Source: an optimization exercise on an open RTL-to-GDS flow (aim: small area, a short achievable clock period and few clock cycles per item). Production flows keep margins and buffers that such runs may drop.
The RTL was checked by simulation tests, not by an equivalence proof against the original design.

## flow/design.v (module list and top-level ports; edited modules follow where they fit)
// module esc_mul: 1853 lines
// module esc_mulf: 829 lines
// module esc_div: 102 lines
// module env_sensor_compensation_unit: 569 lines
module env_sensor_compensation_unit #(
	parameter int QUEUE_DEPTH = esc_pkg::QUEUE_DEPTH_DEF
) (
	input  logic                           clk,
	input  logic                           arst_n,
	input  logic                           s_tvalid,
	output logic                           s_tready,
	input  logic [esc_pkg::IN_DATA_W-1:0]  s_tdata,
	output logic                           m_tvalid,
	input  logic                           m_tready,
	output logic [esc_pkg::OUT_DATA_W-1:0] m_tdata,
	input  logic                           cfg_we,
	input  logic [esc_pkg::CFG_IDX_W-1:0]  cfg_index,
	input  logic [esc_pkg::CFG_DATA_W-1:0] cfg_wdata
);
  // ...
==> flow/run.sh <==
#!/bin/bash
# synth_recipe.tcl (not shown) runs the flow's synth.tcl, then flattens the netlist and writes it again
# the make line also repeats each setting of config.mk as NAME=value (left out here)
make -C /OpenROAD-flow-scripts/flow DESIGN_CONFIG=/design/flow/config.mk WORK_HOME=/design/flow/orfs CLKGATE_MAP_FILE= SYNTH_SCRIPT=/design/flow/synth_recipe.tcl finish
==> flow/config.mk <==
export PLATFORM = sky130hd
export DESIGN_NAME = env_sensor_compensation_unit
export DESIGN_NICKNAME = env_sensor_compensation_unit
export VERILOG_FILES = /design/flow/design.v
export SDC_FILE = /design/flow/constraint.sdc
export NUM_CORES = 8
export LEC_CHECK = 0
export ABC_AREA = 0
export ABC_CLOCK_PERIOD_IN_PS = 4000
export CAP_MARGIN = 30
export CORE_MARGIN = 2
export CORE_UTILIZATION = 25
export SETUP_SLACK_MARGIN = 5
export SLEW_MARGIN = 20
==> flow/constraint.sdc <==
create_clock -name core_clock -period 12.5 [get_ports {clk}]
set_input_delay 2.5000 -clock core_clock [delete_from_list [all_inputs] [get_ports {clk}]]
set_output_delay 2.5000 -clock core_clock [all_outputs]
set_load 0.01 [all_outputs]
==> metrics.md, run 1 <==
| Metric | Value |
|---|---|
| Post-synthesis simple-gate area fraction | 9.85% |
| ClkCell Share | 4.74% |
| Inverters | 902 |
| Synth area leader | edfxtp_1 |
| CP required | 12.99 ns |
| Crit path buf inv count | 2 |
| Drt wl/cell | 26.3 µm |
| Sequential cell area share | 33.9% |
| Die footprint | 566000 µm² |
| Worst path max stage delay | 0.72 ns |
| Critical path fanouts, max | 7 |
| Post-synth cell types | 110 |
| Pre-CTS WS | 6.15 ns |
| Setup total negative slack | 0 ns |
| Vias in the first global route | 107000 |
| Cells taking the most area after synthesis | edfxtp_1 (29%), fa_1 (9.7%), dfxtp_1 (9.0%) |
| Via Count | 113000 |
| Fmax | 156 MHz |
| Reg-to-reg critical path endpoint | gP4_q[32] |
| Postcts setup bufs | 0 |
| Post-synthesis mux area share | 2.52% |
| Total count of hold-check failures in the final report | 0 |
| Count leader, synth | edfxtp_1 |
| Status | complete, no violations |
| Initial antenna violation count | 74 |
| Max cap viols | 0 |
| Post-synthesis xor/xnor area fraction | 9.71% |
| Yosys Warn Count | 2 |
| DR iter-0 viols | 16200 |
| Post-synthesis sequential area ratio | 38.4% |
| First-pass GRT wire length | 791 mm |
| Clock buffers | 280 |
| CP endpoint | gP4_q[32] |
| Syn Inst Count | 13700 |
| Largest family of logic cells by synthesized area | compound AO/OA/AOI/OAI gates |
| Crit-path cells | ha_1 -> a2111oi_0 -> o21ai_0 -> a211oi_1 -> nor4_1 -> o211ai_1 -> o31ai_1 -> buf_4 -> a21oi_1 -> o211ai_1 -> a41oi_1 -> o21ai_0 -> a21o_1 -> xnor2_1 -> inv_1 |
| Kind of critical path | flip-flop to flip-flop |
| Commonest cells post-synth | edfxtp_1 (1334), nand2_1 (963), inv_1 (899), ha_1 (830), a22oi_1 (796) |
| Worst skew pair latency | 0.94 ns |
| Setup crit end kind | flip-flop |
| Flops & latches, synth | 2004 |
Testbench counts, summed over its fixed seeds: cycles 11,375, items 768.
==> module env_sensor_compensation_unit, before the edit <==
module env_sensor_compensation_unit #(
	parameter int QUEUE_DEPTH = esc_pkg::QUEUE_DEPTH_DEF
) (
	input  logic                           clk,
	input  logic                           arst_n,
	input  logic                           s_tvalid,
	output logic                           s_tready,
	input  logic [esc_pkg::IN_DATA_W-1:0]  s_tdata,
	output logic                           m_tvalid,
	input  logic                           m_tready,
	output logic [esc_pkg::OUT_DATA_W-1:0] m_tdata,
	input  logic                           cfg_we,
	input  logic [esc_pkg::CFG_IDX_W-1:0]  cfg_index,
	input  logic [esc_pkg::CFG_DATA_W-1:0] cfg_wdata
);
	logic [47:0] cw_t, cw_p13, cw_p46, cw_p79;
	logic [31:0] cw_h13, cw_h46;
	logic [5:0]  cal_v;
	always_ff @(posedge clk) begin
		if (cfg_we) begin
			case (cfg_index)
				3'd0: cw_t   <= cfg_wdata;
				3'd1: cw_p13 <= cfg_wdata;
				3'd2: cw_p46 <= cfg_wdata;
				3'd3: cw_p79 <= cfg_wdata;
				3'd4: cw_h13 <= cfg_wdata[31:0];
				3'd5: cw_h46 <= cfg_wdata[31:0];
				default: ;
			endcase
		end
	end
	always_ff @(posedge clk or negedge arst_n) begin
		if (!arst_n) cal_v <= '0;
		else if (cfg_we && cfg_index < 3'd6) cal_v[cfg_index] <= 1'b1;
	end
	logic [47:0] cal_t, cal_p13, cal_p46, cal_p79;
	logic [31:0] cal_h13, cal_h46;
	assign cal_t   = cw_t   & {48{cal_v[0]}};
	assign cal_p13 = cw_p13 & {48{cal_v[1]}};
	assign cal_p46 = cw_p46 & {48{cal_v[2]}};
	assign cal_p79 = cw_p79 & {48{cal_v[3]}};
	assign cal_h13 = cw_h13 & {32{cal_v[4]}};
	assign cal_h46 = cw_h46 & {32{cal_v[5]}};
	logic [15:0] t1, p1;
	logic signed [15:0] t2, t3, p2, p3, p4, p5, p6, p7, p8, p9, h2;
	logic [7:0] h1, h3;
	logic signed [11:0] h4, h5;
	logic signed [7:0] h6;
	assign t1 = cal_t[15:0];    assign t2 = cal_t[31:16];   assign t3 = cal_t[47:32];
	assign p1 = cal_p13[15:0];  assign p2 = cal_p13[31:16]; assign p3 = cal_p13[47:32];
	assign p4 = cal_p46[15:0];  assign p5 = cal_p46[31:16]; assign p6 = cal_p46[47:32];
	assign p7 = cal_p79[15:0];  assign p8 = cal_p79[31:16]; assign p9 = cal_p79[47:32];
	assign h1 = cal_h13[7:0];   assign h2 = cal_h13[23:8];  assign h3 = cal_h13[31:24];
	assign h4 = cal_h46[11:0];  assign h5 = cal_h46[23:12]; assign h6 = cal_h46[31:24];
	logic [4:0] step_q, step_n;
	logic idle_q, rdy_q, stall, adv, par_q;
	logic [5:0] vq;
	logic tv_q, prw_q;
	logic [1:0] div_done;
	logic [0:0] u_fv, r_fv;
	logic [3:0] u_fasel, r_fasel;
	logic [3:0] u_fbsel, r_fbsel;
	logic [1:0] u_fsh, r_fsh;
	logic [0:0] u_fsub, r_fsub;
	logic [2:0] u_fxsel, r_fxsel;
	logic [0:0] u_facc, r_facc;
	logic [2:0] u_fdest, r_fdest;
	logic [0:0] u_pv, r_pv;
	logic [3:0] u_pasel, r_pasel;
	logic [3:0] u_pbsel, r_pbsel;
	logic [1:0] u_psh, r_psh;
	logic [0:0] u_psub, r_psub;
	logic [2:0] u_pxsel, r_pxsel;
	logic [0:0] u_pacc, r_pacc;
	logic [2:0] u_pdest, r_pdest;
	logic [1:0] u_pssel, r_pssel;
	logic [1:0] u_pcsel, r_pcsel;
	logic [0:0] u_divld, r_divld;
	logic [0:0] u_divpar, r_divpar;
	logic [0:0] u_qn, r_qn;
	logic [2:0] u_qnoff, r_qnoff;
	logic [0:0] u_qnpar, r_qnpar;
	logic [0:0] u_tfw, r_tfw;
	logic [0:0] u_prw, r_prw;
	logic [2:0] u_prwoff, r_prwoff;
	logic [0:0] u_prwpar, r_prwpar;
	logic [0:0] u_th0, r_th0;
	logic [0:0] u_th1, r_th1;
	logic [0:0] u_th2, r_th2;
	logic [0:0] u_th3, r_th3;
	logic [0:0] u_hh0, r_hh0;
	logic [0:0] u_hh1, r_hh1;
	logic [0:0] u_hh2, r_hh2;
	logic [2:0] u_sk1, r_sk1;
	logic [2:0] u_sk2, r_sk2;
	logic [2:0] u_sk3, r_sk3;
	logic [2:0] u_sk4, r_sk4;
	logic [2:0] u_skoff1, r_skoff1;
	logic [2:0] u_skoff2, r_skoff2;
	logic [2:0] u_skoff3, r_skoff3;
	logic [2:0] u_skoff4, r_skoff4;
	logic [4:0] rom_addr;
	always_comb begin
		r_fv = '0; r_fasel = '0; r_fbsel = '0; r_fsh = '0; r_fsub = '0; r_fxsel = '0; r_facc = '0; r_fdest = '0; r_pv = '0; r_pasel = '0; r_pbsel = '0; r_psh = '0; r_psub = '0; r_pxsel = '0; r_pacc = '0; r_pdest = '0; r_pssel = '0; r_pcsel = '0; r_divld = '0; r_divpar = '0; r_qn = '0; r_qnoff = '0; r_qnpar = '0; r_tfw = '0; r_prw = '0; r_prwoff = '0; r_prwpar = '0; r_th0 = '0; r_th1 = '0; r_th2 = '0; r_th3 = '0; r_hh0 = '0; r_hh1 = '0; r_hh2 = '0; r_sk1 = '0; r_sk2 = '0; r_sk3 = '0; r_sk4 = '0; r_skoff1 = '0; r_skoff2 = '0; r_skoff3 = '0; r_skoff4 = '0;
		case (rom_addr)
			5'd0: begin r_fv = 1; r_fasel = 7; r_fbsel = 10; r_fdest = 2; r_pv = 1; r_pasel = 8; r_pbsel = 8; r_pdest = 2; end
			5'd1: begin r_fv = 1; r_fasel = 1; r_fbsel = 1; r_fdest = 5; r_pv = 1; r_pasel = 1; r_pbsel = 4; r_pxsel = 3; r_pdest = 6; r_prw = 1; r_prwoff = 5; r_prwpar = 1; r_skoff4 = 4; r_sk4 = 7; end
			5'd2: begin r_fv = 1; r_fdest = 4; r_pv = 1; r_pasel = 3; r_pbsel = 5; r_psh = 1; r_pxsel = 1; r_pacc = 1; r_pdest = 6; r_skoff3 = 4; r_sk3 = 7; end
			5'd3: begin r_fv = 1; r_fasel = 8; r_fbsel = 11; r_fdest = 2; r_skoff2 = 4; r_sk2 = 7; end
			5'd4: begin r_fv = 1; r_fasel = 2; r_fbsel = 2; r_fdest = 5; r_pv = 1; r_pasel = 9; r_pbsel = 9; r_pdest = 3; r_skoff1 = 4; r_sk1 = 7; r_skoff4 = 4; r_sk4 = 5; end
			5'd5: begin r_pv = 1; r_pasel = 10; r_pbsel = 9; r_psh = 2; r_pxsel = 1; r_pacc = 1; r_pdest = 3; r_skoff3 = 4; r_sk3 = 5; r_skoff4 = 4; r_sk4 = 5; end
			5'd6: begin r_fv = 1; r_fasel = 5; r_fbsel = 8; r_fxsel = 4; r_fdest = 3; r_pv = 1; r_pasel = 11; r_pbsel = 10; r_pdest = 5; r_skoff2 = 4; r_sk2 = 5; r_skoff3 = 4; r_sk3 = 5; r_skoff4 = 4; r_sk4 = 6; end
			5'd7: begin r_pv = 1; r_pasel = 11; r_pbsel = 11; r_psh = 1; r_pxsel = 1; r_pacc = 1; r_pdest = 5; r_hh0 = 1; r_hh1 = 1; r_hh2 = 1; r_skoff1 = 4; r_sk1 = 5; r_skoff2 = 4; r_sk2 = 5; r_skoff3 = 4; r_sk3 = 6; r_skoff4 = 4; r_sk4 = 6; end
			5'd8: begin r_pv = 1; r_pasel = 11; r_pbsel = 12; r_psh = 2; r_pxsel = 1; r_pacc = 1; r_pdest = 5; r_skoff1 = 4; r_sk1 = 5; r_skoff2 = 4; r_sk2 = 6; r_skoff3 = 4; r_sk3 = 6; end
			5'd9: begin r_pv = 1; r_pasel = 11; r_pbsel = 13; r_psh = 3; r_pxsel = 1; r_pacc = 1; r_pdest = 5; r_skoff1 = 4; r_sk1 = 6; r_skoff2 = 4; r_sk2 = 6; r_skoff4 = 1; r_sk4 = 3; end
			5'd10: begin r_pv = 1; r_pasel = 12; r_pbsel = 10; r_psh = 2; r_pxsel = 1; r_pacc = 1; r_pdest = 5; r_skoff1 = 4; r_sk1 = 6; r_skoff3 = 1; r_sk3 = 3; end
			5'd11: begin r_pv = 1; r_pasel = 12; r_pbsel = 11; r_psh = 3; r_pxsel = 1; r_pacc = 1; r_pdest = 5; r_skoff2 = 1; r_sk2 = 3; r_sk4 = 2; end
			5'd12: begin r_pv = 1; r_pasel = 4; r_pbsel = 6; r_pdest = 2; r_tfw = 1; r_th0 = 1; r_th1 = 1; r_th2 = 1; r_th3 = 1; r_skoff1 = 1; r_sk1 = 3; r_sk3 = 2; end
			5'd13: begin r_pv = 1; r_pasel = 5; r_pbsel = 6; r_psh = 2; r_pxsel = 1; r_pacc = 1; r_pdest = 2; r_sk2 = 2; end
			5'd14: begin r_fv = 1; r_fasel = 3; r_fbsel = 4; r_fdest = 2; r_pv = 1; r_pdest = 6; r_sk1 = 2; end
			5'd15: begin r_pv = 1; r_pbsel = 1; r_psh = 1; r_pxsel = 1; r_pacc = 1; r_pdest = 6; r_skoff4 = 1; r_sk4 = 4; end
			5'd16: begin r_fv = 1; r_fasel = 3; r_fbsel = 5; r_fxsel = 2; r_fdest = 4; r_pv = 1; r_pxsel = 4; r_pdest = 3; r_pssel = 2; r_pcsel = 2; r_skoff3 = 1; r_sk3 = 4; end
			5'd17: begin r_fv = 1; r_fasel = 6; r_fbsel = 9; r_fdest = 1; r_pv = 1; r_pdest = 4; r_pssel = 1; r_pcsel = 1; r_qn = 1; r_qnoff = 3; r_qnpar = 1; r_skoff2 = 1; r_sk2 = 4; end
			5'd18: begin r_fv = 1; r_fasel = 3; r_fbsel = 3; r_fsub = 1; r_fxsel = 1; r_fdest = 6; r_pv = 1; r_pasel = 6; r_pbsel = 7; r_divld = 1; r_divpar = 1; r_skoff1 = 1; r_sk1 = 4; r_sk4 = 1; end
			5'd19: begin r_pv = 1; r_pasel = 7; r_pbsel = 7; r_psh = 2; r_pxsel = 1; r_pacc = 1; r_divld = 1; r_divpar = 1; r_sk3 = 1; end
			5'd20: begin r_pv = 1; r_pasel = 1; r_pbsel = 2; r_psub = 1; r_pxsel = 2; r_pdest = 1; r_sk2 = 1; end
			5'd21: begin r_fv = 1; r_fasel = 4; r_fbsel = 6; r_fdest = 3; r_pv = 1; r_pasel = 2; r_pbsel = 3; r_psh = 1; r_psub = 1; r_pxsel = 1; r_pacc = 1; r_pdest = 1; r_sk1 = 1; end
			5'd22: begin r_fv = 1; r_fasel = 4; r_fbsel = 7; r_fsh = 1; r_fxsel = 3; r_facc = 1; r_fdest = 3; end
			default: ;
		endcase
	end
	always_ff @(posedge clk) begin
		if (adv || idle_q) begin
			u_fv <= r_fv; u_fasel <= r_fasel; u_fbsel <= r_fbsel; u_fsh <= r_fsh; u_fsub <= r_fsub; u_fxsel <= r_fxsel; u_facc <= r_facc; u_fdest <= r_fdest; u_pv <= r_pv; u_pasel <= r_pasel; u_pbsel <= r_pbsel; u_psh <= r_psh; u_psub <= r_psub; u_pxsel <= r_pxsel; u_pacc <= r_pacc; u_pdest <= r_pdest; u_pssel <= r_pssel; u_pcsel <= r_pcsel; u_divld <= r_divld; u_divpar <= r_divpar; u_qn <= r_qn; u_qnoff <= r_qnoff; u_qnpar <= r_qnpar; u_tfw <= r_tfw; u_prw <= r_prw; u_prwoff <= r_prwoff; u_prwpar <= r_prwpar; u_th0 <= r_th0; u_th1 <= r_th1; u_th2 <= r_th2; u_th3 <= r_th3; u_hh0 <= r_hh0; u_hh1 <= r_hh1; u_hh2 <= r_hh2; u_sk1 <= r_sk1; u_sk2 <= r_sk2; u_sk3 <= r_sk3; u_sk4 <= r_sk4; u_skoff1 <= r_skoff1; u_skoff2 <= r_skoff2; u_skoff3 <= r_skoff3; u_skoff4 <= r_skoff4;
		end
	end
	logic c_pb17, c_a18, c_c53, c_nb53, c_qv32, c_c953, c_pq53;
	logic [7:0] cv;
	assign cv = {c_pq53, c_c953, c_qv32, c_nb53, c_c53, c_a18, c_pb17, 1'b0};
	logic sk1, sk2, sk3, sk4;
	assign sk1 = (u_sk1 != 3'd0) && (cv[u_sk1] || !vq[u_skoff1]);
	assign sk2 = (u_sk2 != 3'd0) && (cv[u_sk2] || !vq[u_skoff2]);
	assign sk3 = (u_sk3 != 3'd0) && (cv[u_sk3] || !vq[u_skoff3]);
	assign sk4 = (u_sk4 != 3'd0) && (cv[u_sk4] || !vq[u_skoff4]);
	always_comb begin
		if (sk1 && sk2 && sk3 && sk4) step_n = step_q + 5'd5;
		else if (sk1 && sk2 && sk3) step_n = step_q + 5'd4;
		else if (sk1 && sk2) step_n = step_q + 5'd3;
		else if (sk1)        step_n = step_q + 5'd2;
		else                 step_n = step_q + 5'd1;
	end
	logic body_end;
	assign body_end = (6'(step_n) >= 6'd23);
	assign rom_addr = (idle_q || body_end) ? '0 : step_n;
	logic qn_div, prw_sel;
	assign qn_div = par_q ^ u_qnpar;
	assign stall = idle_q
		|| (u_qn && vq[u_qnoff] && !div_done[qn_div])
		|| (u_prw && vq[u_prwoff] && (tv_q || prw_q));
	assign adv = !stall;
	always_ff @(posedge clk or negedge arst_n) begin
		if (!arst_n) begin
			step_q <= '0;
			idle_q <= 1'b1;
			rdy_q  <= 1'b0;
			vq     <= '0;
			par_q  <= 1'b0;
		end else begin
			if (rdy_q && s_tvalid) rdy_q <= 1'b0;
			if (idle_q) begin
				if (s_tvalid) begin
					idle_q <= 1'b0;
					rdy_q  <= 1'b1;
					vq     <= {vq[4:0], 1'b1};
				end
			end else if (adv) begin
				if (body_end) begin
					step_q <= '0;
					par_q  <= ~par_q;
					vq     <= {vq[4:0], s_tvalid};
					if (!s_tvalid && vq[4:0] == '0) idle_q <= 1'b1;
					else rdy_q <= s_tvalid;
				end else begin
					step_q <= step_n;
				end
			end
		end
	end
	assign s_tready = rdy_q;
	logic [16:0] in_t;
	logic [17:0] kx_q, kx_c;       
	logic signed [22:0] nbk_q, nbk_c;   
	assign kx_c  = ~{h4, 6'b0} + 18'd2;
	assign nbk_c = ~(23'($signed({p4, 4'b0}))) + 23'd1048578;
	always_ff @(posedge clk) begin
		if (rdy_q && s_tvalid) begin
			in_t  <= s_tdata[39:23];
			kx_q  <= {2'b0, s_tdata[55:40]} + kx_c;
			nbk_q <= nbk_c + {3'b111, ~s_tdata[19:0]};
		end
	end
	logic [31:0] gF0_q;    
	logic [27:0] gF1_q;    
	logic [21:0] gF2_q;    
	logic [20:0] gF3_q;    
	logic [19:0] gF4_q;    
	logic [16:0] gF5_q;    
	logic [63:0] gP0_q;    
	logic [63:0] gP1_q;    
	logic [55:0] gP2_q;    
	logic [63:0] gP3_q;    
	logic [38:0] gP4_q;    
	logic [63:0] gP5_q;    
	logic signed [21:0] tf_q;
	logic signed [17:0] e1;
	logic signed [16:0] dt;
	logic signed [22:0] hvb, av;
	logic [63:0] nbi;
	assign dt  = $signed({1'b0, in_t[16:1]}) - $signed({1'b0, t1});
	assign e1  = {dt, in_t[0]};    
	assign hvb = 23'(tf_q) - 23'sd76800;
	assign av  = 23'(tf_q) - 23'sd128000;
	assign nbi = 64'($signed(nbk_q)) <<< 31;
	logic [63:0] zq, zq0, zq1;
	logic qcin, qcin0, qcin1, dpv0, dpv1, zsgn, zsgn0, zsgn1;
	logic [24:0] fopa, fa_q;
	logic [17:0] fopb;
	logic [8:0]  fbneg_q, fbone_q, fbtwo_q;
	always_comb begin
		case (u_fasel)
			4'd0: fopa = 25'($signed(e1));  
			4'd1: fopa = 25'($signed(dt));  
			4'd2: fopa = 25'($signed(gF4_q[19:0]));  
			4'd3: fopa = 25'($signed(hvb));  
			4'd4: fopa = 25'($signed(gF3_q[20:0]));  
			4'd5: fopa = {3'b0, ~gF2_q[21:21], gF2_q[20:0]};  
			4'd6: fopa = 25'($signed(gF2_q[21:4]));  
			4'd7: fopa = 25'($signed(gF0_q[31:15]));  
			4'd8: fopa = gF1_q[27:3];  
			default: fopa = '0;
		endcase
		case (u_fbsel)
			4'd0: fopb = 18'($signed(t2));  
			4'd1: fopb = 18'($signed(dt));  
			4'd2: fopb = 18'($signed(t3));  
			4'd3: fopb = 18'($signed(h5));  
			4'd4: fopb = 18'($signed(h6));  
			4'd5: fopb = {10'b0, h3};  
			4'd6: fopb = {{2{c_pb17 & gF1_q[22:22]}}, gF1_q[21:6]};  
			4'd7: fopb = 18'($signed(gF1_q[27:22]));  
			4'd8: fopb = 18'($signed(h2));  
			4'd9: fopb = 18'($signed(gF5_q[16:0]));  
			4'd10: fopb = 18'($signed(gF0_q[31:15]));  
			4'd11: fopb = {10'b0, h1};  
			default: fopb = '0;
		endcase
	end
	logic [31:0] fmul_s, fmul_c, fs_q, fc_q, fs2_q, fc2_q, fr, facc_q;
	logic fv1_q, fv2_q, fv3_q, facc1_q, facc2_q, fsub1_q, fsub2_q;
	logic [1:0] fsh1_q, fsh2_q;
	logic [2:0] fxsel1_q, fxsel2_q;
	logic [2:0] fdest1_q, fdest2_q, fdest3_q;
	always_ff @(posedge clk or negedge arst_n) begin
		if (!arst_n) begin
			fv1_q <= 1'b0; fv2_q <= 1'b0; fv3_q <= 1'b0;
		end else begin
			fv1_q <= u_fv[0] && adv;
			fv2_q <= fv1_q;
			fv3_q <= fv2_q;
		end
	end
	always_ff @(posedge clk) begin
		fa_q <= fopa;
		for (int i = 0; i < 9; i++) begin
			fbneg_q[i] <= fopb[2*i+1];
			fbone_q[i] <= fopb[2*i] ^ ((i == 0) ? 1'b0 : fopb[2*i-1]);
			fbtwo_q[i] <= (fopb[2*i+1] & ~fopb[2*i] & ~((i == 0) ? 1'b0 : fopb[2*i-1]))
				| (~fopb[2*i+1] & fopb[2*i] & ((i == 0) ? 1'b0 : fopb[2*i-1]));
		end
		facc1_q <= u_facc[0]; fsub1_q <= u_fsub[0]; fsh1_q <= u_fsh;
		fxsel1_q <= u_fxsel; fdest1_q <= u_fdest;
		facc2_q <= facc1_q; fsub2_q <= fsub1_q; fsh2_q <= fsh1_q;
		fxsel2_q <= fxsel1_q; fdest2_q <= fdest1_q; fdest3_q <= fdest2_q;
	end
	logic [31:0] fys1, fyc1;
	always_comb begin
		case (fsh1_q)
			2'd1:    begin fys1 = {fmul_s[15:0], 16'b0}; fyc1 = {fmul_c[15:0], 16'b0}; end
			default: begin fys1 = fmul_s; fyc1 = fmul_c; end
		endcase
		if (fsub1_q) begin fys1 = ~fys1; fyc1 = ~fyc1; end
	end
	logic [31:0] fxv1, fmaj1;
	always_comb begin
		case (fxsel1_q)
			3'd0: fxv1 = 32'(32'd0);  
			3'd1: fxv1 = 32'({kx_q, 14'b0});  
			3'd2: fxv1 = 32'(32'd1 << 26);  
			3'd3: fxv1 = 32'(32'd0);  
			3'd4: fxv1 = 32'(32'd1 << 13);  
			default: fxv1 = '0;
		endcase
		fmaj1 = (fys1 & fyc1) | (fys1 & fxv1) | (fyc1 & fxv1);
	end
	esc_mulf u_mulf (.a(fa_q), .bneg(fbneg_q), .bone(fbone_q), .btwo(fbtwo_q), .s(fmul_s), .c(fmul_c));
	always_ff @(posedge clk) begin
		fs_q <= fys1 ^ fyc1 ^ fxv1;
		fc_q <= {fmaj1[30:0], fsub1_q};
	end
	logic [31:0] fys, fyc, fxv, fxs, fxc, fk_s, fk_c, fk_c1, fm_c;
	always_comb begin
		fys = fs_q; fyc = fc_q;
		fxv = '0;
		fxs = facc2_q ? facc_q : fxv;
		fxc = '0;
		fk_s = fys ^ fyc ^ fxs;
		fk_c = (fys & fyc) | (fys & fxs) | (fyc & fxs);
		fk_c1 = {fk_c[30:0], fsub2_q};
		fm_c = (fk_s & fk_c1) | (fk_s & fxc) | (fk_c1 & fxc);
	end
	assign fr = fk_s + fk_c1;
	always_ff @(posedge clk) begin
		facc_q <= fr;
	end
	always_ff @(posedge clk) begin
		if (fv2_q && fdest2_q == 3'd1) gF0_q <= fr[31:0];
		if (fv2_q && fdest2_q == 3'd2) gF1_q <= fr[31:4];
		if (fv2_q && fdest2_q == 3'd3) gF2_q <= fr[31:10];
		if (fv2_q && fdest2_q == 3'd4) gF3_q <= fr[31:11];
		if (fv2_q && fdest2_q == 3'd5) gF4_q <= fr[31:12];
		if (fv2_q && fdest2_q == 3'd6) gF5_q <= fr[31:15];
	end
	logic [52:0] popa, pa_q;
	logic [17:0] popb;
	logic [8:0]  pbneg_q, pbone_q, pbtwo_q;
	always_comb begin
		case (u_pasel)
			4'd0: popa = 53'($signed(av));  
			4'd1: popa = {7'b0, gP5_q[45:0]};  
			4'd2: popa = 53'($signed({av, 1'b0}));  
			4'd3: popa = 53'($signed({av, 4'b0}));  
			4'd4: popa = (c_c53 ? gP5_q[60:8] : {21'b0, gP5_q[39:8]});  
			4'd5: popa = 53'($signed(gP5_q[63:40]));  
			4'd6: popa = (c_nb53 ? gP0_q[52:0] : {21'b0, gP0_q[31:0]});  
			4'd7: popa = 53'($signed(gP0_q[63:32]));  
			4'd8: popa = 53'($signed(gP3_q[63:13]));  
			4'd9: popa = (c_pq53 ? gP3_q[52:0] : {21'b0, gP3_q[31:0]});  
			4'd10: popa = {21'b0, gP3_q[63:32]};  
			4'd11: popa = (c_c953 ? gP1_q[52:0] : {21'b0, gP1_q[31:0]});  
			4'd12: popa = {21'b0, gP1_q[63:32]};  
			default: popa = '0;
		endcase
		case (u_pbsel)
			4'd0: popb = {c_a18 ? av[17:16] : 2'b00, av[15:0]};  
			4'd1: popb = 18'($signed(av[22:16]));  
			4'd2: popb = 18'($signed(p6));  
			4'd3: popb = 18'($signed(p5));  
			4'd4: popb = 18'($signed(p3));  
			4'd5: popb = 18'($signed(p2));  
			4'd6: popb = {2'b0, p1};  
			4'd7: popb = 18'd3125;  
			4'd8: popb = 18'($signed(p9));  
			4'd9: popb = 18'($signed(p8));  
			4'd10: popb = {2'b0, gP3_q[28:13]};  
			4'd11: popb = {{2{c_qv32 & gP3_q[44:44]}}, gP3_q[44:29]};  
			4'd12: popb = {2'b0, gP3_q[60:45]};  
			4'd13: popb = {2'b0, {13{gP3_q[63:63]}}, gP3_q[63:61]};  
			default: popb = '0;
		endcase
	end
	logic [63:0] pmul_s, pmul_c, ps_q, pc_q, ps2_q, pc2_q, pr, pacc_q;
	logic pv1_q, pv2_q, pv3_q, pacc1_q, pacc2_q, psub1_q, psub2_q;
	logic [1:0] psh1_q, psh2_q;
	logic [2:0] pxsel1_q, pxsel2_q;
	logic [2:0] pdest1_q, pdest2_q, pdest3_q;
	logic [1:0] pssel1_q, pcsel1_q;
	logic divld1_q, divld2_q, divld3_q, divp1_q, divp2_q, divp3_q, qn1_q, qn2_q, qnp1_q, cin2_q;
	always_ff @(posedge clk or negedge arst_n) begin
		if (!arst_n) begin
			pv1_q <= 1'b0; pv2_q <= 1'b0; pv3_q <= 1'b0;
		end else begin
			pv1_q <= u_pv[0] && adv;
			pv2_q <= pv1_q;
			pv3_q <= pv2_q;
		end
	end
	always_ff @(posedge clk) begin
		pa_q <= popa;
		for (int i = 0; i < 9; i++) begin
			pbneg_q[i] <= popb[2*i+1];
			pbone_q[i] <= popb[2*i] ^ ((i == 0) ? 1'b0 : popb[2*i-1]);
			pbtwo_q[i] <= (popb[2*i+1] & ~popb[2*i] & ~((i == 0) ? 1'b0 : popb[2*i-1]))
				| (~popb[2*i+1] & popb[2*i] & ((i == 0) ? 1'b0 : popb[2*i-1]));
		end
		pacc1_q <= u_pacc[0]; psub1_q <= u_psub[0]; psh1_q <= u_psh;
		pxsel1_q <= u_pxsel; pdest1_q <= u_pdest;
		pacc2_q <= pacc1_q; psub2_q <= qn1_q ? zsgn : psub1_q; psh2_q <= psh1_q; qn2_q <= qn1_q;
		pxsel2_q <= pxsel1_q; pdest2_q <= pdest1_q; pdest3_q <= pdest2_q;
		pssel1_q <= u_pssel; pcsel1_q <= u_pcsel; qn1_q <= u_qn[0]; qnp1_q <= par_q ^ u_qnpar[0];
		divld1_q <= u_divld[0]; divld2_q <= divld1_q; divld3_q <= divld2_q;
		divp1_q <= par_q ^ u_divpar[0]; divp2_q <= divp1_q; divp3_q <= divp2_q;
		cin2_q <= qn1_q & qcin;
	end
	esc_mul u_mulp (.a(pa_q), .bneg(pbneg_q), .bone(pbone_q), .btwo(pbtwo_q), .s(pmul_s), .c(pmul_c));
	always_ff @(posedge clk) begin
		case (pssel1_q)
			2'd1:    ps_q <= zq;
			2'd2:    ps_q <= 64'($signed(gP2_q[55:11]));
			default: ps_q <= pmul_s;
		endcase
		case (pcsel1_q)
			2'd1:    pc_q <= '0;
			2'd2:    pc_q <= 64'($signed(gP4_q[38:0]));
			default: pc_q <= pmul_c;
		endcase
	end
	logic [63:0] pys, pyc, pxv, pxs, pxc, pk_s, pk_c, pk_c1, pm_c;
	always_comb begin
		case (psh2_q)
			default: begin pys = ps_q; pyc = pc_q; end
			2'd1: begin pys = {ps_q[47:0], 16'b0}; pyc = {pc_q[47:0], 16'b0}; end
			2'd2: begin pys = {ps_q[31:0], 32'b0}; pyc = {pc_q[31:0], 32'b0}; end
			2'd3: begin pys = {ps_q[15:0], 48'b0}; pyc = {pc_q[15:0], 48'b0}; end
		endcase
		if (psub2_q) begin pys = ~pys; pyc = ~pyc; end
		case (pxsel2_q)
			3'd0: pxv = 64'(64'd0);  
			3'd1: pxv = 64'(64'd0);  
			3'd2: pxv = 64'(nbi);  
			3'd3: pxv = 64'(64'd1 << 55);  
			3'd4: pxv = 64'(gP3_q[63:0]);  
			default: pxv = '0;
		endcase
		pxs = pacc2_q ? ps2_q : pxv;
		pxc = pacc2_q ? pc2_q : '0;
		pk_s = pys ^ pyc ^ pxs;
		pk_c = (pys & pyc) | (pys & pxs) | (pyc & pxs);
		pk_c1 = {pk_c[62:0], psub2_q};
		pm_c = (pk_s & pk_c1) | (pk_s & pxc) | (pk_c1 & pxc);
	end
	always_ff @(posedge clk) begin
		ps2_q <= pk_s ^ pk_c1 ^ pxc;
		pc2_q <= {pm_c[62:0], (qn2_q ? cin2_q : psub2_q)};
	end
	assign pr = ps2_q + pc2_q;
	always_ff @(posedge clk) begin
		if (pv3_q && pdest3_q == 3'd1) gP0_q <= pr[63:0];
		if (pv3_q && pdest3_q == 3'd2) gP1_q <= pr[63:0];
		if (pv3_q && pdest3_q == 3'd3) gP2_q <= pr[63:8];
		if (pv3_q && pdest3_q == 3'd4) gP3_q <= pr[63:0];
		if (pv3_q && pdest3_q == 3'd5) gP4_q <= pr[63:25];
		if (pv3_q && pdest3_q == 3'd6) gP5_q <= pr[63:0];
	end
	logic signed [21:0] tf_n;
	always_ff @(posedge clk) begin
		c_pb17 <= (gF1_q[27:22] == {6{gF1_q[22:22]}});    
		c_qv32 <= (gP3_q[63:44] == {20{gP3_q[44:44]}});    
		c_pq53 <= (gP3_q[63:52] == {12{gP3_q[52:52]}});
		c_c53  <= (gP5_q[63:60] == {4{gP5_q[60:60]}});
		c_nb53 <= (gP0_q[63:52] == {12{gP0_q[52:52]}});
		c_c953 <= (gP1_q[63:52] == {12{gP1_q[52:52]}});
	end
	assign tf_n = 22'($signed(gF3_q[20:0])) + 22'($signed(gF4_q[19:2]));
	logic signed [22:0] av_n;
	assign av_n = 23'(tf_n) - 23'sd128000;
	always_ff @(posedge clk) begin
		if (adv && u_tfw[0]) begin
			tf_q  <= tf_n;
			c_a18 <= (av_n[22:17] == {6{av_n[17]}});
		end
	end
	logic [1:0] pvk_q;
	esc_div u_div0 (
		.clk    (clk),
		.arst_n (arst_n),
		.load   (pv3_q && divld3_q && divp3_q == 1'b0),
		.num    (pr),
		.x1     (gP1_q[63:33]),
		.done   (div_done[0]),
		.zq     (zq0),
		.zsgn   (zsgn0),
		.qcin   (qcin0),
		.pv     (dpv0)
	);
	esc_div u_div1 (
		.clk    (clk),
		.arst_n (arst_n),
		.load   (pv3_q && divld3_q && divp3_q == 1'b1),
		.num    (pr),
		.x1     (gP1_q[63:33]),
		.done   (div_done[1]),
		.zq     (zq1),
		.zsgn   (zsgn1),
		.qcin   (qcin1),
		.pv     (dpv1)
	);
	assign zq   = qnp1_q ? zq1 : zq0;
	assign qcin = qnp1_q ? qcin1 : qcin0;
	assign zsgn = qnp1_q ? zsgn1 : zsgn0;
	always_ff @(posedge clk) begin
		if (pv1_q && qn1_q) pvk_q[qnp1_q] <= qnp1_q ? dpv1 : dpv0;
	end
	logic [23:0] o_temp;
	logic [16:0] o_hum;
	logic [31:0] o_pres;
	logic        o_pv, prw_p;
	logic [23:0] th0_q;
	logic [23:0] th1_q;
	logic [23:0] th2_q;
	logic [23:0] th3_q;
	logic [16:0] hh0_q;
	logic [16:0] hh1_q;
	logic [16:0] hh2_q;
	logic signed [24:0] tt;
	logic [23:0] temp_sat;
	assign tt = (25'($signed(tf_q)) * 25'sd5 + 25'sd128) >>> 8;
	assign temp_sat = tt[23:0];
	logic [31:0] hv;
	logic [16:0] hum_c;
	assign hv = gF0_q[31:0] - 32'($signed(gF1_q[27:0]));
	always_comb begin
		if (hv[31])                   hum_c = 17'd0;
		else if (hv > 32'd419430400)  hum_c = 17'd102400;
		else                          hum_c = hv[28:12];
	end
	logic [56:0] pres_r;
	logic [31:0] pres_lo_q;
	logic        pres_neg_q, pres_ovf_q;
	assign pres_r = 57'($signed(gP2_q[55:0])) + 57'($signed({p7, 4'b0}));
	always_ff @(posedge clk) begin
		pres_lo_q  <= pres_r[31:0];
		pres_neg_q <= pres_r[56];
		pres_ovf_q <= |pres_r[55:32];
	end
	logic [31:0] pres_sat;
	always_comb begin
		if (pres_neg_q)       pres_sat = 32'd0;
		else if (pres_ovf_q)  pres_sat = 32'hFFFFFFFF;
		else                  pres_sat = pres_lo_q;
	end
	always_ff @(posedge clk) begin
		if (adv && u_th0[0]) th0_q <= temp_sat;
		if (adv && u_th1[0]) th1_q <= th0_q;
		if (adv && u_th2[0]) th2_q <= th1_q;
		if (adv && u_th3[0]) th3_q <= th2_q;
		if (adv && u_hh0[0]) hh0_q <= hum_c;
		if (adv && u_hh1[0]) hh1_q <= hh0_q;
		if (adv && u_hh2[0]) hh2_q <= hh1_q;
		prw_p <= par_q ^ u_prwpar[0];
		if (prw_q) begin
			o_temp <= th3_q;
			o_hum  <= hh2_q;
			o_pres <= pvk_q[prw_p] ? pres_sat : 32'd0;
			o_pv   <= pvk_q[prw_p];
		end
	end
	always_ff @(posedge clk or negedge arst_n) begin
		if (!arst_n) begin
			tv_q  <= 1'b0;
			prw_q <= 1'b0;
		end else begin
			prw_q <= adv && u_prw[0] && vq[u_prwoff];
			if (prw_q) tv_q <= 1'b1;
			else if (m_tready) tv_q <= 1'b0;
		end
	end
	assign m_tvalid = tv_q;
	assign m_tdata  = {6'b0, o_hum, o_pv, o_pres, o_temp};
endmodule
==> inputs of run 2 (changes only) <==
--- a/flow/design.v
+++ b/flow/design.v
@@ -3109,25 +3109,20 @@
 		if (fsub1_q) begin fys1 = ~fys1; fyc1 = ~fyc1; end
 	end
-	logic [31:0] fxv1, fmaj1;
-	always_comb begin
-		case (fxsel1_q)
-			3'd0: fxv1 = 32'(32'd0);  
-			3'd1: fxv1 = 32'({kx_q, 14'b0});  
-			3'd2: fxv1 = 32'(32'd1 << 26);  
-			3'd3: fxv1 = 32'(32'd0);  
-			3'd4: fxv1 = 32'(32'd1 << 13);  
-			default: fxv1 = '0;
-		endcase
-		fmaj1 = (fys1 & fyc1) | (fys1 & fxv1) | (fyc1 & fxv1);
-	end
 	esc_mulf u_mulf (.a(fa_q), .bneg(fbneg_q), .bone(fbone_q), .btwo(fbtwo_q), .s(fmul_s), .c(fmul_c));
 	always_ff @(posedge clk) begin
-		fs_q <= fys1 ^ fyc1 ^ fxv1;
-		fc_q <= {fmaj1[30:0], fsub1_q};
+		fs_q <= fys1;
+		fc_q <= fyc1;
 	end
 	logic [31:0] fys, fyc, fxv, fxs, fxc, fk_s, fk_c, fk_c1, fm_c;
 	always_comb begin
 		fys = fs_q; fyc = fc_q;
-		fxv = '0;
+		case (fxsel2_q)
+			3'd0: fxv = 32'(32'd0);  
+			3'd1: fxv = 32'({kx_q, 14'b0});  
+			3'd2: fxv = 32'(32'd1 << 26);  
+			3'd3: fxv = 32'(32'd0);  
+			3'd4: fxv = 32'(32'd1 << 13);  
+			default: fxv = '0;
+		endcase
 		fxs = facc2_q ? facc_q : fxv;
 		fxc = '0;
@@ -3137,5 +3132,5 @@
 		fm_c = (fk_s & fk_c1) | (fk_s & fxc) | (fk_c1 & fxc);
 	end
-	assign fr = fk_s + fk_c1;
+	assign fr = fk_s + fk_c1 + 32'(fsub2_q);
 	always_ff @(posedge clk) begin
 		facc_q <= fr;
--- a/flow/config.mk
+++ b/flow/config.mk
@@ -10,5 +10,5 @@
 export CAP_MARGIN = 30
 export CORE_MARGIN = 2
-export CORE_UTILIZATION = 25
+export CORE_UTILIZATION = 35
 export SETUP_SLACK_MARGIN = 5
 export SLEW_MARGIN = 20
==> run 2 against run 1 <==
Net effect:
- still clean on timing, DRC and antenna
- global-route usage up 8.1 points
- fmax up 7.6%
- via count down 0.10%
- register-to-register slack better by 0.45 ns
- sequential cell count up 4
- synthesized area up 0.11%
==> metrics.md, run 2 <==
| Metric | Value |
|---|---|
| Status | complete, no violations (unchanged) |
| Rows | 232 (was 274) |
| Total CTS buffers | 228 (was 217) |
| CTS tree | yes (unchanged) |
| Initial Utilization | 35.1% (was 25.1%) |
| # setup viols final | 0 (unchanged) |
| DP Cell Count | 18600 (was 20800) |
| Total routed wirelength | 565 mm (was 559 mm) |
| Most common cell after layout, fill and taps aside | edfxtp_1 (unchanged) |
| First-pass GRT wire length | 797 mm (was 791 mm) |
| Vias in the first global route | 108000 (was 107000) |
| Count of hold-fix buffers inserted at cts | 0 (unchanged) |
| Compound-Gate Fraction of Synth Area | 18.1% (was 17.6%) |
| Postcts setup bufs | 0 (unchanged) |
| Die footprint | 405000 µm² (was 566000 µm²) |
| Most frequent cells in the layout | edfxtp_1 (1334), inv_1 (1017), nand2_1 (926) (was edfxtp_1 (1334), nand2_1 (960), inv_1 (897)) |
| Drt wl/cell | 29.6 µm (was 26.3 µm) |
| Flops & latches, synth | 2008 (was 2004) |
| Post-synthesis mux area share | 2.39% (was 2.52%) |
| Max cap viols | 0 (unchanged) |
| Avg Cell Area, Syn | 10.2 µm² (about the same) |
| Via Count | 113000 (about the same) |
| GRT Total Usage | 26.9% (was 18.8%) |
| Met2 Track Usage GR | 42.0% (was 28.7%) |
| Setup Skew | 0.0994 ns (was 0.0644 ns) |
| Core region area | 399000 µm² (was 557000 µm²) |
| CTS resizes | 0 (unchanged) |
| Area grow syn2layout | 11.4% (was 13.5%) |
| Post-synth EDFFs | 1334 (unchanged) |
| Count leader, synth | edfxtp_1 (unchanged) |
| Tightest Pin Transition | 1.42 ns (was 1.23 ns) |
| Finished Cell Area | 156000 µm² (was 159000 µm²) |
| Largest net degree at the start of global routing | 185 (was 99) |
| Initial antenna violation count | 72 (was 74) |
| Reg-to-reg critical path endpoint | gP1_q[58] (was gP4_q[32]) |
| Worst skew pair latency | 0.99 ns (was 0.94 ns) |
| Met1 GRT Util | 32.8% (was 24.7%) |
| Max H-tree Level | 4 (unchanged) |
| Kind of critical path | flip-flop to flip-flop (unchanged) |
| Setup crit end kind | flip-flop (unchanged) |
| Min cycle time layout | 5.96 ns (was 6.41 ns) |
| RSZ-0062 raised after global routing | false (unchanged) |
| Layout Cells excl Fill | 19100 (was 21200) |
| Drt first pass iters | 14 (was 13) |
| Syn Inst Count | 13800 (was 13700) |
| ANT nets after route | 0 (unchanged) |
| Worst slew margin | 5.28% (was 17.3%) |
| Register area | 53800 µm² (about the same) |
| Reg2reg path depth | 16 (was 15) |
| Cells taking the most area after synthesis | edfxtp_1 (29%), fa_1 (9.4%), dfxtp_1 (9.0%) (was edfxtp_1 (29%), fa_1 (9.7%), dfxtp_1 (9.0%)) |
| Detailed placer's ending HPWL | 410 mm (was 411 mm) |
| Commonest cells post-synth | edfxtp_1 (1334), inv_1 (1018), nand2_1 (928), xnor2_1 (871), ha_1 (817) (was edfxtp_1 (1334), nand2_1 (963), inv_1 (899), ha_1 (830), a22oi_1 (796)) |
| Total I/O pin count | 194 (unchanged) |
| Synth area leader | edfxtp_1 (unchanged) |
| # fillers | 39200 (was 57800) |
| Multi-input logic area | 79500 µm² (was 80000 µm²) |
| NumNets Final | 15200 (about the same) |
| Clock Sinks | 2008 (was 2004) |
| Post-synthesis xor/xnor area fraction | 9.81% (was 9.71%) |
| Fmax | 168 MHz (was 156 MHz) |
| Post-synthesis sequential area ratio | 38.4% (about the same) |
| Clock Pin Slew Worst Setup and Hold Paths | 0.07 ns (about the same) |
| Die X | 637 µm (was 752 µm) |
| Share of cells above drive strength 1 | 7.19% (was 6.86%) |
| CP required | 12.99 ns (about the same) |
| Clock Path Buffers | 4 (unchanged) |
| Slew Viols, Final | 0 (unchanged) |
| FFs w/ async S/R, synth | 2.04% (was 2.05%) |
| Worst Hold Depth | 0 (unchanged) |
| CP arrival | 6.45 ns (was 6.90 ns) |
| Yosys Warn Count | 2 (unchanged) |
| Largest family of logic cells by synthesized area | compound AO/OA/AOI/OAI gates (unchanged) |
| Adder-cell share of the synthesized area | 16.7% (was 17.1%) |
| Pre-CTS WS | 5.84 ns (was 6.15 ns) |
| Ys flop type | edfxtp_1 (unchanged) |
| Via density | 5.91 (was 5.32) |
| Cell Area, Synth | 140000 µm² (about the same) |
| Worst reg2reg setup slack | 6.54 ns (was 6.09 ns) |
| GR Overflow Total | 0 (unchanged) |
| Post-synthesis simple-gate area fraction | 9.35% (was 9.85%) |
| Final WS setup | 6.54 ns (was 6.09 ns) |
| Total count of hold-check failures in the final report | 0 (unchanged) |
| Period utilization | 47.7% (was 51.3%) |
| Most used routing layer | met2 (unchanged) |
| Hold Slack | 0.321 ns (was 0.324 ns) |
| Synth top area share | 28.6% (about the same) |
| Critical path fanouts, max | 7 (unchanged) |
| M3 GR Usage | 6.94% (was 4.99%) |
| Drt drc | 0 (unchanged) |
| Worst flop-to-flop path startpoint | ps2_q[0] (was ps2_q[10]) |
| DR iter-0 viols | 15100 (was 16200) |
| Gpl congestion | 1.01 (was 0.995) |
| Root cell of the clock tree | clkbuf_16 (unchanged) |
| CP startpoint kind | flip-flop (unchanged) |
| PortBufs | 184 (unchanged) |
| WHS Endpoint | fdest2_q[2] (was pacc2_q) |
| Hold Crit Class | flip-flop to flip-flop (unchanged) |
| Post-synth cell types | 118 (was 110) |
| Die Height | 637 µm (was 752 µm) |
| DP Area | 148000 µm² (was 151000 µm²) |
| Setup total negative slack | 0 ns (unchanged) |
| HP Start | fdest1_q[2] (was pacc1_q) |
[run 2: how the worst max path moves through the flow]
stage                          startpoint       endpoint  slack (ns)  cells past startpoint
after CTS                 u_div0.dx_q[29]  u_div0.r_q[9]        6.57                     15
after global placement         s_tdata[5]      nbk_q[22]        5.85                     16
final                            ps2_q[0]      gP1_q[58]        6.54                     16
after detailed placement       s_tdata[5]      nbk_q[22]        5.84                     16
after global routing      u_div0.dx_q[29]  u_div0.r_q[9]        6.23                     16
after floorplan                s_tdata[5]      nbk_q[22]        6.70                     15
[run 2: layout make-up]
cell class | instances | area share (%)
inverter | 1027 | 2.47
antenna | 45 | 0.0722
clock inverter | 118 | 0.806
sequential | 2008 | 34.5
multi-input combinational | 9839 | 50.9
timing repair buffer | 488 | 2.87
tap | 5265 | 4.22
clock buffer | 310 | 4.14
[run 2: cell families after synthesis]
family / count (synthesis)
muxes: 314
xor gates and xnor gates: 1568
AOI/OAI and AO/OA: 3711
adders and majority gates: 1478
and+or+nand+nor: 2762
other: 1
buffers and inverters: 1913
DFF: 2008
[run 2: routing by layer]
metal / part of all wire (%) / wire length [µm] / up-vias
met5: 0.073 / 413 / -
met4: 8.0 / 45500 / 24
met3: 10 / 58300 / 1558
met2: 45 / 252000 / 6535
met1: 37 / 209000 / 55500
li1: - / - / 49300
[run 2: critical path, cell delays in order (launching register included)]
cell and delay [ns]:
dfxtp_1 0.35, ha_1 0.22, inv_1 0.07, fa_1 0.40, nor2b_1 0.19, o2111ai_1 0.19
a21oi_1 0.26, o21ai_0 0.20, o31a_1 0.32, o21ai_0 0.50, a221oi_1 0.29, o2111ai_1 0.39
and3_1 0.27, o2111ai_1 0.23, o21ba_2 0.28, xnor2_1 0.73, inv_1 0.64
[run 2: metrics by stage]
step           utilization [%]
2_1_floorplan                -
3_3_place_gp              37.0
3_5_place_dp              37.1
4_1_cts                   39.0
5_1_grt                   39.1
6_report                  39.1
Testbench counts of run 2, summed over its fixed seeds: cycles 11,375, items 768.
==> inputs of run 3 (changes only) <==
--- a/flow/config.mk
+++ b/flow/config.mk
@@ -10,5 +10,7 @@
 export CAP_MARGIN = 30
 export CORE_MARGIN = 2
-export CORE_UTILIZATION = 35
+export CORE_UTILIZATION = 25
+export CTS_CLUSTER_DIAMETER = 60
+export CTS_CLUSTER_SIZE = 30
 export SETUP_SLACK_MARGIN = 5
 export SLEW_MARGIN = 20
==> run 3 against run 2 <==
Net effect:
- count of clock-buffer cells in the layout fell by 90
- critical endpoint is now gP2_q[50]
- sequential share of layout area decreased by 0.60 points
- cell area is 1.8% higher
- critical path depth is the same
- still clean on timing, DRC and antenna
- wire length fell by 1.4%
- synthesized area unchanged
- register-to-register slack lost 0.04 ns
- highest routed layer unchanged
- via count up 0.27%
==> metrics.md, run 3 <==
| Metric | Value |
|---|---|
| Most used routing layer | met2 (unchanged) |
| Most frequent CP cell | o2111ai_1 (unchanged) |
| Yosys Warn Count | 2 (unchanged) |
| Avg Cell Area, Syn | 10.2 µm² (unchanged) |
| Commonest cells post-synth | edfxtp_1 (1334), inv_1 (1018), nand2_1 (928), xnor2_1 (871), ha_1 (817) (unchanged) |
| Postcts setup bufs | 0 (unchanged) |
| Max cap viols | 0 (unchanged) |
| Via Count | 113000 (about the same) |
| Post-synth cell types | 118 (unchanged) |
| Reg2reg path depth | 16 (unchanged) |
| Min cycle time layout | 6.00 ns (was 5.96 ns) |
| Root cell of the clock tree | clkbuf_16 (unchanged) |
| CTS tree | yes (unchanged) |
| Worst skew pair latency | 1.03 ns (was 0.99 ns) |
| Most frequent cells in the layout | edfxtp_1 (1334), inv_1 (1017), nand2_1 (926) (unchanged) |
| Initial Utilization | 25.1% (was 35.1%) |
| Syn Inst Count | 13800 (unchanged) |
| Worst flop-to-flop path startpoint | ps2_q[0] (unchanged) |
| ANT nets after route | 0 (unchanged) |
| FFs w/ async S/R, synth | 2.04% (unchanged) |
| Via density | 5.33 (was 5.91) |
| Cell Area, Synth | 140000 µm² (unchanged) |
| Area grow syn2layout | 13.4% (was 11.4%) |
| Worst slew margin | 12.5% (was 5.28%) |
| RSZ-0062 raised after global routing | false (unchanged) |
| Status | complete, no violations (unchanged) |
| HP Start | pxsel1_q[1] (was fdest1_q[2]) |
| Rows | 274 (was 232) |
| Drt first pass iters | 14 (unchanged) |
| Crit-path cells | ha_1 -> inv_1 -> fa_1 -> nor2b_1 -> o2111ai_1 -> a21oi_1 -> o21ai_0 -> o31a_1 -> o21ai_0 -> a221oi_1 -> o2111ai_1 -> and3_1 -> o2111ai_1 -> o21ba_2 -> xnor2_1 -> inv_1 (unchanged) |
| Setup total negative slack | 0 ns (unchanged) |
| Met1 GRT Util | 23.7% (was 32.8%) |
| Post-synthesis sequential area ratio | 38.4% (unchanged) |
| Detailed placer's ending HPWL | 409 mm (was 410 mm) |
| Clock Path Buffers | 4 (unchanged) |
| # setup viols final | 0 (unchanged) |
| Drt drc | 0 (unchanged) |
| Tightest Pin Transition | 1.31 ns (was 1.42 ns) |
| Total CTS buffers | 206 (was 228) |
| Core region area | 557000 µm² (was 399000 µm²) |
| Critical path origin | ps2_q[0] (unchanged) |
| Worst Hold Depth | 0 (unchanged) |
| Cells taking the most area after synthesis | edfxtp_1 (29%), fa_1 (9.4%), dfxtp_1 (9.0%) (unchanged) |
| Met2 Track Usage GR | 29.3% (was 42.0%) |
| CP max-delay cell | xnor2_1 (unchanged) |
| Die footprint | 566000 µm² (was 405000 µm²) |
| Count of hold-fix buffers inserted at cts | 0 (unchanged) |
| Critical path fanouts, max | 6 (was 7) |
| Worst path max stage delay | 0.65 ns (was 0.73 ns) |
| Most common cell after layout, fill and taps aside | edfxtp_1 (unchanged) |
| Period utilization | 48.0% (was 47.7%) |
| GR Overflow Total | 0 (unchanged) |
| Die X | 753 µm (was 637 µm) |
| Synth top area share | 28.6% (unchanged) |
| CP arrival | 6.54 ns (was 6.45 ns) |
| CP startpoint kind | flip-flop (unchanged) |
| CP required | 13.04 ns (was 12.99 ns) |
| Total routed wirelength | 558 mm (was 565 mm) |
| Flops & latches, synth | 2008 (unchanged) |
| Share of cells above drive strength 1 | 7.18% (was 7.19%) |
| Total I/O pin count | 194 (unchanged) |
| Hold Crit Class | flip-flop to flip-flop (unchanged) |
| Hold Slack | 0.328 ns (was 0.321 ns) |
| Fmax | 167 MHz (was 168 MHz) |
| Crit. path cell count | 16 (unchanged) |
| Top delay family on crit path | compound AO/OA/AOI/OAI gates (unchanged) |
| Largest net degree at the start of global routing | 94 (was 185) |
| Ys flop type | edfxtp_1 (unchanged) |
| Clock Pin Slew Worst Setup and Hold Paths | 0.08 ns (was 0.07 ns) |
| Post-synth EDFFs | 1334 (unchanged) |
| Drt wl/cell | 26.3 µm (was 29.6 µm) |
| M3 GR Usage | 5.48% (was 6.94%) |
| Die Height | 753 µm (was 637 µm) |
| DR iter-0 viols | 16000 (was 15100) |
| CTS resizes | 0 (unchanged) |
| GRT Total Usage | 18.8% (was 26.9%) |
| Max H-tree Level | 4 (unchanged) |
| NumNets Final | 15100 (was 15200) |
| Crit path buf inv count | 2 (unchanged) |
| Vias in the first global route | 107000 (was 108000) |
| Total count of hold-check failures in the final report | 0 (unchanged) |
| Initial antenna violation count | 76 (was 72) |
| Setup crit end kind | flip-flop (unchanged) |
| Slew Viols, Final | 0 (unchanged) |
| Gpl congestion | 1.01 (about the same) |
| Clock Sinks | 2008 (unchanged) |
| Kind of critical path | flip-flop to flip-flop (unchanged) |
| Synth area leader | edfxtp_1 (unchanged) |
| Setup Skew | 0.155 ns (was 0.0994 ns) |
| First-pass GRT wire length | 790 mm (was 797 mm) |
| Count leader, synth | edfxtp_1 (unchanged) |
| PortBufs | 184 (unchanged) |
## run 3: cell type report
cell class	instances	area (µm²)
Tap cell	7452	9320
Fill cell	58000	399000
Antenna cell	44	110
Clock inverter	167	2440
Multi-Input combinational cell	9839	79400
Sequential cell	2008	53800
Timing Repair Buffer	477	4530
Clock buffer	220	5320
Inverter	1027	3860
## run 3: worst reg2reg max path, cell delays in order (launching register included)
cell and delay [ns]:
dfxtp_1 0.34, ha_1 0.21, inv_1 0.07, fa_1 0.40
nor2b_1 0.18, o2111ai_1 0.18, a21oi_1 0.24, o21ai_0 0.22
o31a_1 0.36, o21ai_0 0.56, a221oi_1 0.34, o2111ai_1 0.38
and3_1 0.28, o2111ai_1 0.23, o21ba_2 0.28, xnor2_1 0.65
inv_1 0.62
## run 3: cells by family after synthesis
kind of cell,count (synthesis),synth area share (%)
other,1,0.00268
XOR/XNOR,1568,9.81
adder cells (fa/ha/maj),1478,16.7
AND/OR/NAND/NOR,2762,9.35
AO/OA/AOI/OAI,3711,18.1
multiplexers,314,2.39
buffers and inverters,1913,5.22
flip-flops,2008,38.4
## run 3: per-layer routing
metal  routed length, µm  vias up
met4               34000       38
met1              212000    55800
li1                    -    49200
met5                 251        -
met2              246000     6801
met3               65700     1357
## run 3: through the flow
stage                     instances  cell area, µm²  worst slack [ns]  utilization (%)
after floorplan               13800          140000              6.70                -
after global placement        20700          150000              5.76             26.9
after detailed placement      20800          151000              5.84             27.0
after CTS                     21200          158000              6.79             28.4
after global routing          21200          159000              6.42             28.5
final                         21200          159000              6.50             28.5
## run 3: path summary, 6_finish.rpt
| kind | endpoint | slack, ns |
|---|---|---|
| max | gP2_q[50] | 6.50 |
| min | pxsel2_q[1] | 0.33 |
| max reg2reg | gP2_q[50] | 6.50 |
| min reg2reg | pxsel2_q[1] | 0.33 |
| max in group asynchronous | u_div1.fix_q | 10.13 |
| min in group asynchronous | u_div0.cnt_q[4] | 1.60 |
==> inputs of run 4 (changes only) <==
--- a/flow/config.mk
+++ b/flow/config.mk
@@ -11,6 +11,5 @@
 export CORE_MARGIN = 2
 export CORE_UTILIZATION = 25
-export CTS_CLUSTER_DIAMETER = 60
-export CTS_CLUSTER_SIZE = 30
+export GPL_TIMING_DRIVEN = 1
 export SETUP_SLACK_MARGIN = 5
 export SLEW_MARGIN = 20
==> run 4 against run 3 <==
Net effect:
- still clean
- critical path depth unchanged
- core utilization about the same
- register-to-register slack better by 0.04 ns
- largest cell class unchanged
==> metrics.md, run 4 <==
| Metric | Value |
|---|---|
| # setup viols final | 0 (unchanged) |
| Synth area leader | edfxtp_1 (unchanged) |
| Cell Area, Synth | 140000 µm² (unchanged) |
| Setup Skew | 0.152 ns (was 0.155 ns) |
| GRT Total Usage | 18.8% (about the same) |
| Total count of hold-check failures in the final report | 0 (unchanged) |
| Core region area | 557000 µm² (unchanged) |
| Root cell of the clock tree | clkbuf_16 (unchanged) |
| Yosys Warn Count | 2 (unchanged) |
| Post-synthesis xor/xnor area fraction | 9.81% (unchanged) |
| Most common cell after layout, fill and taps aside | edfxtp_1 (unchanged) |
| Gpl congestion | 1.01 (unchanged) |
| Setup crit end kind | flip-flop (unchanged) |
| Fmax | 168 MHz (was 167 MHz) |
| CTS resizes | 0 (unchanged) |
| Register area | 53800 µm² (unchanged) |
| Compound-Gate Fraction of Synth Area | 18.1% (unchanged) |
| Via density | 5.33 (about the same) |
| Worst path max stage delay | 0.66 ns (was 0.65 ns) |
| CP required | 13.03 ns (was 13.04 ns) |
| Count of hold-fix buffers inserted at cts | 0 (unchanged) |
| Worst skew pair latency | 1.01 ns (was 1.03 ns) |
| Largest net degree at the start of global routing | 94 (unchanged) |
| # fillers | 58100 (was 58000) |
| Die Height | 753 µm (unchanged) |
| DR iter-0 viols | 15800 (was 16000) |
| Share of cells above drive strength 1 | 6.98% (was 7.18%) |
| Post-synth cell types | 118 (unchanged) |
| ANT nets after route | 0 (unchanged) |
| RSZ-0062 raised after global routing | false (unchanged) |
| Most frequent cells in the layout | edfxtp_1 (1334), inv_1 (1017), nand2_1 (926) (unchanged) |
| Most frequent CP cell | o2111ai_1 (unchanged) |
| CP max-delay cell | xnor2_1 (unchanged) |
| Post-synthesis mux area share | 2.39% (unchanged) |
| Clock Pin Slew Worst Setup and Hold Paths | 0.07 ns (was 0.08 ns) |
| PortBufs | 184 (unchanged) |
| Adder-cell share of the synthesized area | 16.7% (unchanged) |
| Drt wl/cell | 26.3 µm (about the same) |
| CP arrival | 6.49 ns (was 6.54 ns) |
| Multi-input logic area | 79400 µm² (about the same) |
| Period utilization | 47.7% (was 48.0%) |
| Die X | 753 µm (unchanged) |
| Worst slew margin | 15.8% (was 12.5%) |
| Synth top area share | 28.6% (unchanged) |
| Post-synthesis simple-gate area fraction | 9.35% (unchanged) |
| Count leader, synth | edfxtp_1 (unchanged) |
| Post-synthesis sequential area ratio | 38.4% (unchanged) |
| Hold Crit Class | flip-flop to flip-flop (unchanged) |
| Setup total negative slack | 0 ns (unchanged) |
| Top Metal Used | met5 (unchanged) |
| Clock Path Buffers | 4 (unchanged) |
| Drt drc | 0 (unchanged) |
| First-pass GRT wire length | 791 mm (was 790 mm) |
| Initial antenna violation count | 82 (was 76) |
| Total I/O pin count | 194 (unchanged) |
| Ys flop type | edfxtp_1 (unchanged) |
| Syn Inst Count | 13800 (unchanged) |
| CP startpoint kind | flip-flop (unchanged) |
| Via Count | 113000 (about the same) |
| Worst reg2reg setup slack | 6.54 ns (was 6.50 ns) |
| Status | complete, no violations (unchanged) |
| Area grow syn2layout | 13.2% (was 13.4%) |
| Total routed wirelength | 559 mm (was 558 mm) |
| Detailed placer's ending HPWL | 409 mm (unchanged) |
| Kind of critical path | flip-flop to flip-flop (unchanged) |
| Wl on met1 | 213 mm (was 212 mm) |
| Die footprint | 566000 µm² (unchanged) |
| Commonest cells post-synth | edfxtp_1 (1334), inv_1 (1018), nand2_1 (928), xnor2_1 (871), ha_1 (817) (unchanged) |
| GR Overflow Total | 0 (unchanged) |
| Slew Viols, Final | 0 (unchanged) |
| Initial Utilization | 25.1% (unchanged) |
| Max H-tree Level | 4 (unchanged) |
| FFs w/ async S/R, synth | 2.04% (unchanged) |
| Flops & latches, synth | 2008 (unchanged) |
| Cells taking the most area after synthesis | edfxtp_1 (29%), fa_1 (9.4%), dfxtp_1 (9.0%) (unchanged) |
| Total CTS buffers | 220 (was 206) |
| Met3 Wirelength | 65.8 mm (was 65.7 mm) |
| Clock Sinks | 2008 (unchanged) |
| Largest family of logic cells by synthesized area | compound AO/OA/AOI/OAI gates (unchanged) |
| Tightest Pin Transition | 1.26 ns (was 1.31 ns) |
| Post-synth EDFFs | 1334 (unchanged) |
| Vias in the first global route | 107000 (about the same) |
| Rows | 274 (unchanged) |
| Min cycle time layout | 5.96 ns (was 6.00 ns) |
| Drt first pass iters | 9 (was 14) |
| Postcts setup bufs | 0 (unchanged) |
| CTS tree | yes (unchanged) |
| Avg Cell Area, Syn | 10.2 µm² (unchanged) |
| Max cap viols | 0 (unchanged) |
| NumNets Final | 15200 (was 15100) |
| Crit-path cells | ha_1 -> inv_1 -> fa_1 -> nor2b_1 -> o2111ai_1 -> a21oi_1 -> o21ai_0 -> o31a_1 -> o21ai_0 -> a221oi_1 -> o2111ai_1 -> and3_1 -> o2111ai_1 -> o21ba_2 -> xnor2_1 -> inv_1 (unchanged) |
| Routed wire length on met2 | 246 mm (about the same) |
| Critical path fanouts, max | 6 (unchanged) |
-- run 4: worst max-delay path: cells and delay by family (launching register included) --
family / cells / cell delay [ns]
fa+ha+maj: 2 / 0.61
buf+inv: 2 / 0.70
xor+xnor: 1 / 0.66
compound gates: 9 / 2.73
simple gates: 2 / 0.47
flops: 1 / 0.34
-- run 4: logic make-up after synthesis --
logic type	count (synthesis)
compound gates	3711
fa+ha+maj	1478
mux	314
xor+xnor	1568
simple gates	2762
buf+inv	1913
flops	2008
other cells	1
-- run 4: metrics by stage --
step / hold slack [ns] / area (µm²) / instances / setup WS, ns / util, %
after floorplan: 0.310 / 140000 / 13800 / 6.70 / -
final: 0.312 / 159000 / 21300 / 6.54 / 28.5
after CTS: 0.317 / 158000 / 21200 / 6.84 / 28.4
after global routing: 0.329 / 159000 / 21200 / 6.48 / 28.4
after detailed placement: 0.312 / 151000 / 20800 / 5.84 / 27.0
after global placement: 0.311 / 150000 / 20700 / 5.76 / 26.9
-- run 4: final timing paths --
kind / to / cells past startpoint / startpoint
setup / recovery: gP1_q[58] / 16 / ps2_q[0]
setup reg to reg: gP1_q[58] / 16 / ps2_q[0]
hold / removal: fdest1_q[1] / 0 / u_fdest[1]
max in group asynchronous: u_div1.fix_q / 1 / arst_n
min in group asynchronous: u_div0.cnt_q[1] / 1 / arst_n
hold reg to reg: fdest1_q[1] / 0 / u_fdest[1]
-- run 4: layout make-up --
class | instances | area share [%]
multi-input cells | 9839 | 50.0
clock inverters | 113 | 0.781
clock buffers | 299 | 3.99
well taps | 7452 | 5.88
diodes | 52 | 0.0820
inverters | 1027 | 2.43
flip-flops and latches | 2008 | 33.9
repair buffers | 477 | 2.85
-- run 4: layer usage --
metal | vias to the layer above | track usage [%]
met5 | - | 0
met4 | 46 | 9.29
met3 | 1424 | 5.40
met2 | 6781 | 29.3
met1 | 55800 | 23.8
li1 | 49200 | -

## port drivers added, routing unchanged
The results above use ideal ports. As a check the final layouts listed here were re-extracted and re-timed, cells and wires unchanged. Step 1 sets driving cells, clkbuf_16 on the clock port and buf_2 on the other inputs (assumed; they add their load-dependent delay and slew). Step 2 moves the port delays by t, midway between the first and last clock arrival at a register: inputs arrive t later, outputs are due t later. That takes back most of the time a late clock gives input paths. Slacks: ideal ports / drivers / drivers and shift; pairs: ideal ports / drivers.
run | t, ns | slack for setup (ns) | pins driven straight from the clock port
run 1 | 1.000 | 6.086 / 6.086 / 6.086 | 1
run 2 | 1.060 | 6.539 / 6.539 / 5.839 | 1
run 3 | 1.069 | 6.500 / 6.500 / 5.871 | 1
run 4 | 1.047 | 6.541 / 6.541 / 5.863 | 1
After both steps every run listed still meets setup and hold. For run 2, which loses most, drivers alone change the setup slack by 0.000 ns; drivers and shift together by -0.700 ns.
